This is an optimization exercise on Yosys and OpenROAD, whose aim is small area, a short achievable clock period and few clock cycles per item, not a production implementation. Function was checked by simulation only, so behaviour that the tests miss may differ from the original.

[design/flow/constraint.sdc]
create_clock -name core_clock -period 9.0 [get_ports {clk}]
set_input_delay 1.8000 -clock core_clock [delete_from_list [all_inputs] [get_ports {clk}]]
set_output_delay 1.8000 -clock core_clock [all_outputs]
set_load 0.01 [all_outputs]
[design/flow/run.sh]
#!/bin/bash
# synth_recipe.tcl (not shown) runs the flow's synth.tcl, then flattens the netlist and writes it again
# the make line also repeats each setting of config.mk as NAME=value (left out here)
make -C /OpenROAD-flow-scripts/flow DESIGN_CONFIG=/design/flow/config.mk WORK_HOME=/design/flow/orfs CLKGATE_MAP_FILE= SYNTH_SCRIPT=/design/flow/synth_recipe.tcl finish
[design/flow/design.v]
package rosetta_pkg;
    localparam int num_pe = 8;
    localparam int word_w = 8;
    localparam int acc_w = 2 * word_w + $clog2(num_pe) + 1;
    typedef logic [31:0] inst_t;
    typedef logic [7:0]  pc_t;
    typedef logic [4:0]  row_addr_t;
    typedef logic [10:0] waddr_t;
    localparam int op_msb   = 31;
    localparam int op_lsb   = 30;
    localparam int dst_msb  = 29;
    localparam int dst_lsb  = 25;
    localparam int bias_msb = 24;
    localparam int bias_lsb = 20;
    localparam int x_msb    = 19;
    localparam int x_lsb    = 16;
    localparam int wb_msb   = 15;
    localparam int wb_lsb   = 5;
    typedef enum logic [1:0] {
        op_nop  = 2'd0,
        op_mvma = 2'd1,
        op_halt = 2'd2
    } opcode_e;
    typedef enum logic [2:0] {
        st_fetch,
        st_decode,
        st_load,
        st_scan,
        st_drain,
        st_write,
        st_halt
    } seq_state_e;
endpackage
`timescale 1ns/1ps
module mac_lane #(
    parameter int word_w = rosetta_pkg::word_w,
    parameter int acc_w  = rosetta_pkg::acc_w
) (
    input  logic                        clk,
    input  logic                        rst,
    input  logic                        bias_load,
    input  logic signed [word_w-1:0]    bias,
    input  logic                        acc_en,
    input  logic signed [word_w-1:0]    act,
    input  logic signed [word_w-1:0]    weight,
    output logic signed [word_w-1:0]    result
);
    localparam logic signed [acc_w-1:0] sat_max = acc_w'((1 << (word_w - 1)) - 1);
    localparam logic signed [acc_w-1:0] sat_min = -sat_max - 1;
    logic signed [acc_w-1:0]      acc_q;
    logic signed [2*word_w-1:0]   prod;
    assign prod = act * weight;
    always_ff @(posedge clk) begin
        if (rst) begin
            acc_q <= '0;
        end else if (bias_load) begin
            acc_q <= {{(acc_w-word_w){bias[word_w-1]}}, bias};
        end else if (acc_en) begin
            acc_q <= acc_q + prod;
        end
    end
    always_comb begin
        if (acc_q > sat_max) begin
            result = sat_max[word_w-1:0];
        end else if (acc_q < sat_min) begin
            result = sat_min[word_w-1:0];
        end else begin
            result = acc_q[word_w-1:0];
        end
    end
endmodule
`timescale 1ns/1ps
module mac_array #(
    parameter int num_pe = rosetta_pkg::num_pe,
    parameter int word_w = rosetta_pkg::word_w
) (
    input  logic                        clk,
    input  logic                        rst,
    input  logic                        row_load,
    input  logic                        mac_clear,
    input  logic                        mac_step,
    input  logic [$clog2(num_pe)-1:0]   elem_idx,
    input  logic [num_pe*word_w-1:0]    act_row,
    input  logic [num_pe*word_w-1:0]    bias_row,
    input  logic [num_pe*word_w-1:0]    weight_row,
    output logic [num_pe*word_w-1:0]    result_row
);
    localparam int acc_w = 2 * word_w + $clog2(num_pe) + 1;
    logic [num_pe*word_w-1:0]   act_q;
    logic                       step_q;
    logic [$clog2(num_pe)-1:0]  idx_q;
    logic [word_w-1:0]          act_elem;
    always_ff @(posedge clk) begin
        if (row_load) begin
            act_q <= act_row;
        end
        idx_q <= elem_idx;
    end
    always_ff @(posedge clk) begin
        if (rst) begin
            step_q <= 1'b0;
        end else begin
            step_q <= mac_step;
        end
    end
    assign act_elem = act_q[idx_q * word_w +: word_w];
    for (genvar k = 0; k < num_pe; k++) begin : g_lane
        mac_lane #(
            .word_w(word_w),
            .acc_w (acc_w)
        ) lane_inst (
            .clk       (clk),
            .rst       (rst),
            .bias_load (mac_clear),
            .bias      (bias_row[k*word_w +: word_w]),
            .acc_en    (step_q),
            .act       (act_elem),
            .weight    (weight_row[k*word_w +: word_w]),
            .result    (result_row[k*word_w +: word_w])
        );
    end
endmodule
`timescale 1ns/1ps
module zero_skip_unit #(
    parameter int num_pe = rosetta_pkg::num_pe
) (
    input  logic                        clk,
    input  logic                        rst,
    input  logic                        mask_load,
    input  logic                        scan_step,
    input  logic [num_pe-1:0]           mask_in,
    output logic                        elem_valid,
    output logic [$clog2(num_pe)-1:0]   elem_idx,
    output logic                        elem_last
);
    localparam int idx_w = $clog2(num_pe);
    localparam logic [num_pe-1:0] msb_one = {1'b1, {(num_pe-1){1'b0}}};
    logic [num_pe-1:0] mask_q;
    logic [num_pe-1:0] sel;
    logic [num_pe-1:0] rest;
    always_comb begin
        elem_idx = '0;
        for (int i = 0; i < num_pe; i++) begin
            if (mask_q[i]) begin
                elem_idx = idx_w'(num_pe - 1 - i);
            end
        end
    end
    assign sel        = msb_one >> elem_idx;
    assign rest       = mask_q & ~sel;
    assign elem_valid = |mask_q;
    assign elem_last  = elem_valid && !(|rest);
    always_ff @(posedge clk) begin
        if (rst) begin
            mask_q <= '0;
        end else if (mask_load) begin
            mask_q <= mask_in;
        end else if (scan_step) begin
            mask_q <= rest;
        end
    end
endmodule
`timescale 1ns/1ps
module core_sequencer #(
    parameter int num_pe = rosetta_pkg::num_pe
) (
    input  logic                        clk,
    input  logic                        rst,
    input  rosetta_pkg::inst_t          im_rdata,
    output logic                        im_ren,
    output rosetta_pkg::pc_t            im_raddr,
    output logic                        pam_x_ren,
    output logic                        am_x_ren,
    output rosetta_pkg::row_addr_t      x_raddr,
    output logic                        bm_ren,
    output rosetta_pkg::row_addr_t      bm_raddr,
    output logic                        wm_ren,
    output rosetta_pkg::waddr_t         wm_raddr,
    output logic                        am_r_wen,
    output rosetta_pkg::row_addr_t      am_r_waddr,
    output logic                        done,
    input  logic                        elem_valid,
    input  logic                        elem_last,
    input  logic [$clog2(num_pe)-1:0]   elem_idx,
    output logic                        mask_load,
    output logic                        scan_step,
    output logic                        row_load,
    output logic                        mac_step,
    output logic                        mac_clear
);
    rosetta_pkg::seq_state_e    state_q;
    rosetta_pkg::seq_state_e    state_d;
    rosetta_pkg::pc_t           pc_q;
    rosetta_pkg::inst_t         ir_q;
    rosetta_pkg::inst_t         inst;
    rosetta_pkg::opcode_e       opcode;
    logic                       started_q;
    logic                       is_decode;
    logic                       is_scan;
    logic                       is_load;
    assign is_decode = (state_q == rosetta_pkg::st_decode);
    assign is_load   = (state_q == rosetta_pkg::st_load);
    assign is_scan   = (state_q == rosetta_pkg::st_scan);
    assign inst   = is_decode ? im_rdata : ir_q;
    assign opcode = rosetta_pkg::opcode_e'(inst[rosetta_pkg::op_msb:rosetta_pkg::op_lsb]);
    always_comb begin
        state_d = state_q;
        case (state_q)
            rosetta_pkg::st_fetch: begin
                if (im_ren) begin
                    state_d = rosetta_pkg::st_decode;
                end
            end
            rosetta_pkg::st_decode: begin
                case (opcode)
                    rosetta_pkg::op_mvma: state_d = rosetta_pkg::st_load;
                    rosetta_pkg::op_halt: state_d = rosetta_pkg::st_halt;
                    default:              state_d = rosetta_pkg::st_fetch;
                endcase
            end
            rosetta_pkg::st_load:  state_d = rosetta_pkg::st_scan;
            rosetta_pkg::st_scan: begin
                if (!elem_valid || elem_last) begin
                    state_d = rosetta_pkg::st_drain;
                end
            end
            rosetta_pkg::st_drain: state_d = rosetta_pkg::st_write;
            rosetta_pkg::st_write: state_d = rosetta_pkg::st_fetch;
            default:               state_d = rosetta_pkg::st_halt;
        endcase
    end
    always_ff @(posedge clk) begin
        if (rst) begin
            state_q   <= rosetta_pkg::st_fetch;
            pc_q      <= '0;
            started_q <= 1'b0;
        end else begin
            state_q   <= state_d;
            started_q <= 1'b1;
            if (im_ren) begin
                pc_q <= pc_q + rosetta_pkg::pc_t'(1);
            end
        end
    end
    always_ff @(posedge clk) begin
        if (is_decode) begin
            ir_q <= im_rdata;
        end
    end
    assign im_ren   = started_q && (state_q == rosetta_pkg::st_fetch);
    assign im_raddr = pc_q;
    assign pam_x_ren = is_decode && (opcode == rosetta_pkg::op_mvma);
    assign am_x_ren  = pam_x_ren;
    assign bm_ren    = pam_x_ren;
    assign x_raddr   = rosetta_pkg::row_addr_t'(inst[rosetta_pkg::x_msb:rosetta_pkg::x_lsb]);
    assign bm_raddr  = inst[rosetta_pkg::bias_msb:rosetta_pkg::bias_lsb];
    assign mask_load = is_load;
    assign row_load  = is_load;
    assign mac_clear = is_load;
    assign wm_ren    = is_scan && elem_valid;
    assign scan_step = wm_ren;
    assign mac_step  = wm_ren;
    assign wm_raddr  = inst[rosetta_pkg::wb_msb:rosetta_pkg::wb_lsb]
                     + rosetta_pkg::waddr_t'(elem_idx);
    assign am_r_wen   = (state_q == rosetta_pkg::st_write);
    assign am_r_waddr = inst[rosetta_pkg::dst_msb:rosetta_pkg::dst_lsb];
    assign done = (state_q == rosetta_pkg::st_halt);
endmodule
`timescale 1ns/1ps
module rosetta_core #(
    parameter int num_pe = rosetta_pkg::num_pe,
    parameter int word_w = rosetta_pkg::word_w
) (
    input  logic                          clk,
    input  logic                          rst,
    output logic                          im_ren,
    output rosetta_pkg::pc_t              im_raddr,
    input  rosetta_pkg::inst_t            im_rdata,
    output logic                          pam_x_ren,
    output rosetta_pkg::row_addr_t        pam_x_raddr,
    input  logic [num_pe-1:0]             pam_x_rdata,
    output logic                          am_x_ren,
    output rosetta_pkg::row_addr_t        am_x_raddr,
    input  logic [num_pe*word_w-1:0]      am_x_rdata,
    output logic                          bm_ren,
    output rosetta_pkg::row_addr_t        bm_raddr,
    input  logic [num_pe*word_w-1:0]      bm_rdata,
    output logic                          wm_ren,
    output rosetta_pkg::waddr_t           wm_raddr,
    input  logic [num_pe*word_w-1:0]      wm_rdata,
    output logic                          am_r_wen,
    output rosetta_pkg::row_addr_t        am_r_waddr,
    output logic [num_pe*word_w-1:0]      am_r_wdata,
    output logic                          done
);
    rosetta_pkg::row_addr_t     x_raddr;
    logic                       elem_valid;
    logic                       elem_last;
    logic [$clog2(num_pe)-1:0]  elem_idx;
    logic                       mask_load;
    logic                       scan_step;
    logic                       row_load;
    logic                       mac_step;
    logic                       mac_clear;
    assign pam_x_raddr = x_raddr;
    assign am_x_raddr  = x_raddr;
    core_sequencer #(
        .num_pe(num_pe)
    ) sequencer_inst (
        .clk        (clk),
        .rst        (rst),
        .im_rdata   (im_rdata),
        .im_ren     (im_ren),
        .im_raddr   (im_raddr),
        .pam_x_ren  (pam_x_ren),
        .am_x_ren   (am_x_ren),
        .x_raddr    (x_raddr),
        .bm_ren     (bm_ren),
        .bm_raddr   (bm_raddr),
        .wm_ren     (wm_ren),
        .wm_raddr   (wm_raddr),
        .am_r_wen   (am_r_wen),
        .am_r_waddr (am_r_waddr),
        .done       (done),
        .elem_valid (elem_valid),
        .elem_last  (elem_last),
        .elem_idx   (elem_idx),
        .mask_load  (mask_load),
        .scan_step  (scan_step),
        .row_load   (row_load),
        .mac_step   (mac_step),
        .mac_clear  (mac_clear)
    );
    zero_skip_unit #(
        .num_pe(num_pe)
    ) zero_skip_inst (
        .clk        (clk),
        .rst        (rst),
        .mask_load  (mask_load),
        .scan_step  (scan_step),
        .mask_in    (pam_x_rdata),
        .elem_valid (elem_valid),
        .elem_idx   (elem_idx),
        .elem_last  (elem_last)
    );
    mac_array #(
        .num_pe(num_pe),
        .word_w(word_w)
    ) mac_array_inst (
        .clk        (clk),
        .rst        (rst),
        .row_load   (row_load),
        .mac_clear  (mac_clear),
        .mac_step   (mac_step),
        .elem_idx   (elem_idx),
        .act_row    (am_x_rdata),
        .bias_row   (bm_rdata),
        .weight_row (wm_rdata),
        .result_row (am_r_wdata)
    );
endmodule
[design/flow/config.mk]
export PLATFORM = sky130hd
export DESIGN_NAME = rosetta_core
export DESIGN_NICKNAME = rosetta_core
export VERILOG_FILES = /design/flow/design.v
export SDC_FILE = /design/flow/constraint.sdc
export NUM_CORES = 4
export LEC_CHECK = 0
export CAP_MARGIN = 20
export CORE_MARGIN = 2
export CORE_UTILIZATION = 40
export SLEW_MARGIN = 20
==> run notes <==
==> registers in the layout, summed over array words and instances, names as in the netlist <==
name and flops:
mac_array_inst.act_q 64, mac_array_inst.g_lane.lane_inst.acc_q 160, mac_array_inst.idx_q 3, mac_array_inst.step_q 1, sequencer_inst.ir_q 27, sequencer_inst.pc_q 8
sequencer_inst.started_q 1, sequencer_inst.state_q 3, zero_skip_inst.mask_q 8
==> how the worst min path moves through the flow <==
stage / from / end / slack (ns) / cells after the start
floorplan: sequencer_inst.ir_q[31] / sequencer_inst.ir_q[31] / 0.45 / 2
global placement: sequencer_inst.ir_q[23] / sequencer_inst.ir_q[23] / 0.46 / 1
detailed placement: sequencer_inst.ir_q[24] / sequencer_inst.ir_q[24] / 0.46 / 1
CTS: sequencer_inst.ir_q[24] / sequencer_inst.ir_q[24] / 0.47 / 1
global route: sequencer_inst.ir_q[23] / sequencer_inst.ir_q[23] / 0.49 / 1
finish: sequencer_inst.ir_q[24] / sequencer_inst.ir_q[24] / 0.47 / 1
==> critical path: stages <==
cell and delay, ns:
clkdlybuf4s50_1 0.73, and2_1 0.74, inv_1 0.13, fa_1 0.50
inv_1 0.05, fa_1 0.47, fa_1 0.57, fa_1 0.45
fa_1 0.45, ha_1 0.32, o21ai_0 0.12, o21ba_2 0.23
o21ai_0 0.53, a31oi_1 0.22, o21ai_0 0.24, xnor2_1 0.15
a21oi_1 0.08
==> cell usage in the layout (no fill, tap or decap), types with 128 or more instances in the layout <==
| cell type | synthesis | final |
|---|---|---|
| nand2_1 | 260 | 260 |
| clkdlybuf4s50_1 | 0 | 335 |
| dfxtp_1 | 211 | 210 |
| inv_1 | 788 | 788 |
| nor2_1 | 205 | 205 |
| and2_1 | 214 | 214 |
| fa_1 | 705 | 705 |
| ha_1 | 374 | 374 |
| xnor2_1 | 128 | 128 |
| a21oi_1 | 186 | 186 |
==> through the flow <==
step | hold WS (ns) | worst slack (ns)
floorplan | 0.4512 | 2.458
global placement | 0.4563 | 1.114
detailed placement | 0.4615 | 1.076
CTS | 0.4743 | 1.605
global route | 0.4860 | 1.188
finish | 0.4741 | 1.632
==> per-layer routing <==
| layer | track usage [%] | part of all wire (%) | routed length, microns | vias to the layer above |
|---|---|---|---|---|
| met5 | 0 | 0.063 | 66 | - |
| met4 | 3.912 | 1.7 | 1746 | 10 |
| met3 | 4.553 | 6.6 | 6911 | 99 |
| li1 | - | - | - | 13720 |
| met1 | 28.56 | 45 | 46900 | 14600 |
| met2 | 34.82 | 47 | 48850 | 694 |
==> synthesized netlist by cell type (all sizes together), types with 24 or more instances <==
cell type    n
inv        789
fa         705
ha         374
nand2      260
and2       214
dfxtp      211
nor2       206
a21oi      187
xnor2      128
o21ai      123
clkbuf      90
mux2i       87
a211oi      84
o21a        69
nor2b       65
buf         64
edfxtp      64
xor2        43
a21o        41
nand4       30
nor4        29
a31oi       27
mux2        24
==> cells by family (layout without fill, tap and decap cells) <==
| group | Yosys count | count (layout) | synth area share [%] |
|---|---|---|---|
| xor gates and xnor gates | 171 | 171 | 3.732 |
| muxes | 127 | 127 | 3.761 |
| AOI/OAI and AO/OA | 641 | 641 | 10.08 |
| adders and majority gates | 1080 | 1080 | 46.86 |
| and+or+nand+nor | 894 | 894 | 11.14 |
| other | 1 | 6 | 0.009346 |
| buffers and inverters | 943 | 1222 | 9.099 |
| DFF | 275 | 275 | 15.32 |
==> area by class of cell <==
class | count | area (sq um)
Antenna cell | 4 | 10.01
Clock buffer | 50 | 1036
Clock inverter | 16 | 186.4
Fill cell | 9611 | 53720
Inverter | 789 | 2967
Multi-Input combinational cell | 2915 | 30400
Sequential cell | 275 | 6150
Tap cell | 1298 | 1624
Timing Repair Buffer | 367 | 3618
==> impl_metrics.csv <==
group,metric,value,unit
clocking,tritoncts_clock_tree,"built",
route,wire_per_inst,18.28,microns
global_route,grt_first_pass_wirelength,170.5,mm
clocking,cts.htree.levels,2,
cells_and_area,fin_cells,5714,
setup_path,critical_path.startpoint,"wm_rdata[24]",
worst_hold_path,hold_path_class,"reg -> reg",
sta,rsz0062_at_grt,"false",
cells_and_area,layout-drive-gt1-share,3.626,%
die,initial_core_util,40.24,%
synthesis,synthDominantCellAreaShare,35.17,%
clocking,cts.repair_timing.setup_buffer_count,0,
route,route.antenna.remaining_nets,0,
die,floorplan.die.height,320.7,microns
clocking,post_cts_gate_resize_count,0,
setup_path,critical_path.endpoint_type,"flip-flop",
sta,clock-skew-final,0.03807,ns
setup_path,timing.reg2reg.worst_path_depth,19,
cells_and_area,final_core_util,46.13,%
synthesis,synthesis.area_per_instance,9.711,sq um
global_route,antenna_violations_before_repair,13,
synthesis,synthesis.instances,4132,
sta,max_freq,135.7,MHz
global_route,grt_pass1_vias,30760,
global_route,global_route.overflow_total,0,
route,firstDrtPassIters,5,
synthesis,commonest_register_cell_after_synthesis,"dfxtp_1",
die,dieWidth,320.7,microns
setup_path,cp_data_required_time,9.41,ns
die,placeableCoreArea,0.09971,sq mm
place,dpl.hpwl,82.96,mm
sta,maxSlewViolCount,0,
synthesis,yosys-top-cells-area,"fa_1, ha_1, dfxtp_1, inv_1, edfxtp_1",
route,drt_iter0_markers,1424,
die,die-area,0.1029,sq mm
synthesis,synth_warnings,4,
place,place_congestion,0.8535,
clocking,clock_path_buffers,3,
clocking,clock-root-buffer,"clkbuf_16",
setup_path,critPathKind,"in -> reg",
die,io_pins,344,
synthesis,synth.cell_area,0.04013,sq mm
sta,final-setup-viol-count,0,
setup_path,setup.worst_path.end,"mac_array_inst.g_lane[3].lane_inst.acc_q[17]",
setup_path,r2r_end,"mac_array_inst.g_lane[7].lane_inst.acc_q[18]",
route,routed_via_density,5.097,
route,num_vias,29120,
synthesis,synth_async_sr_flop_share,0,%
setup_path,worst_ep_arrival_time,7.78,ns
cells_and_area,design.final.nets,5698,
sta,finalHoldViolCount,0,
place,place_inst,5644,
clocking,cts-buffers-inserted,37,
synthesis,yosysUniqueCellTypes,74,
clocking,hold_buffers,0,
sta,finalSetupTns,0,ns
sta,worst-slew-pin-transition,1.127,ns
synthesis,yosysSeqAreaShare,15.32,%
place,numPortBuffers,336,
route,drc,0,
die,fp-row-count,116,
clocking,numClockSinks,275,
clocking,worst_skew_pair.late_latency,0.59,ns
route,drt_wl_total,104.5,mm
synthesis,yosys_register_bits,275,
global_route,grt.total_usage,21.05,%
setup_path,timing.critical_path.fanout_max,13,
flow_run,cap_viol_max_count,0,
outcome,outcome,"timing/DRC/antenna clean",
cells_and_area,final_standard_cell_area_without_fillers,0.04599,sq mm
place,placed_standard_cell_area,0.04475,sq mm
synthesis,synth_enable_flop_cells,64,
cells_and_area,area_growth_syn_to_layout,14.62,%
global_route,grt_max_degree,143,
sta,period_needed,7.368,ns
synthesis,cell_type_contributing_the_most_total_cell_area_after_synthesis,"fa_1",
clocking,clk_transition_reported_paths,0.06,ns
sta,final_period_util,81.87,%
setup_path,rrSetupSlack,1.73,ns
setup_path,critPathLaunchType,"input pin",
setup_path,reg2reg_from,"mac_array_inst.idx_q[1]",
sta,max-slew-margin-rel,24.23,%
Testbench counts, summed over its fixed seeds: cycles 10,768, items 1,180.

what the ideal ports hide:
How much do the figures lean on ideal ports? The routed layout below was timed once more, with nothing changed but the port constraints. Step 1 (the two cells are an assumption about what drives the block):
set clk [get_ports {clk}]
set_driving_cell -lib_cell sky130_fd_sc_hd__clkbuf_16 $clk
set_driving_cell -lib_cell sky130_fd_sc_hd__buf_2 [delete_from_list [all_inputs] $clk]
Step 2 moves the port delays by t, midway between the first and last clock arrival at a register: inputs arrive t later, outputs are due t later. That takes back most of the time a late clock gives input paths. a / b / c = ideal ports / drivers / drivers and shift; a / b = the first two.
t, ns: 0.635
setup slack, ns: 1.632 / 1.677 / 1.042
latest minus earliest clock arrival (ns): 0.040 / 0.041
worst data-port slew with drivers (ns): 0.13
cell pins on the clock port's net: 1
After both steps setup and hold are still met in this run. For this run, drivers alone change the setup slack by +0.045 ns; drivers and shift together by -0.590 ns.
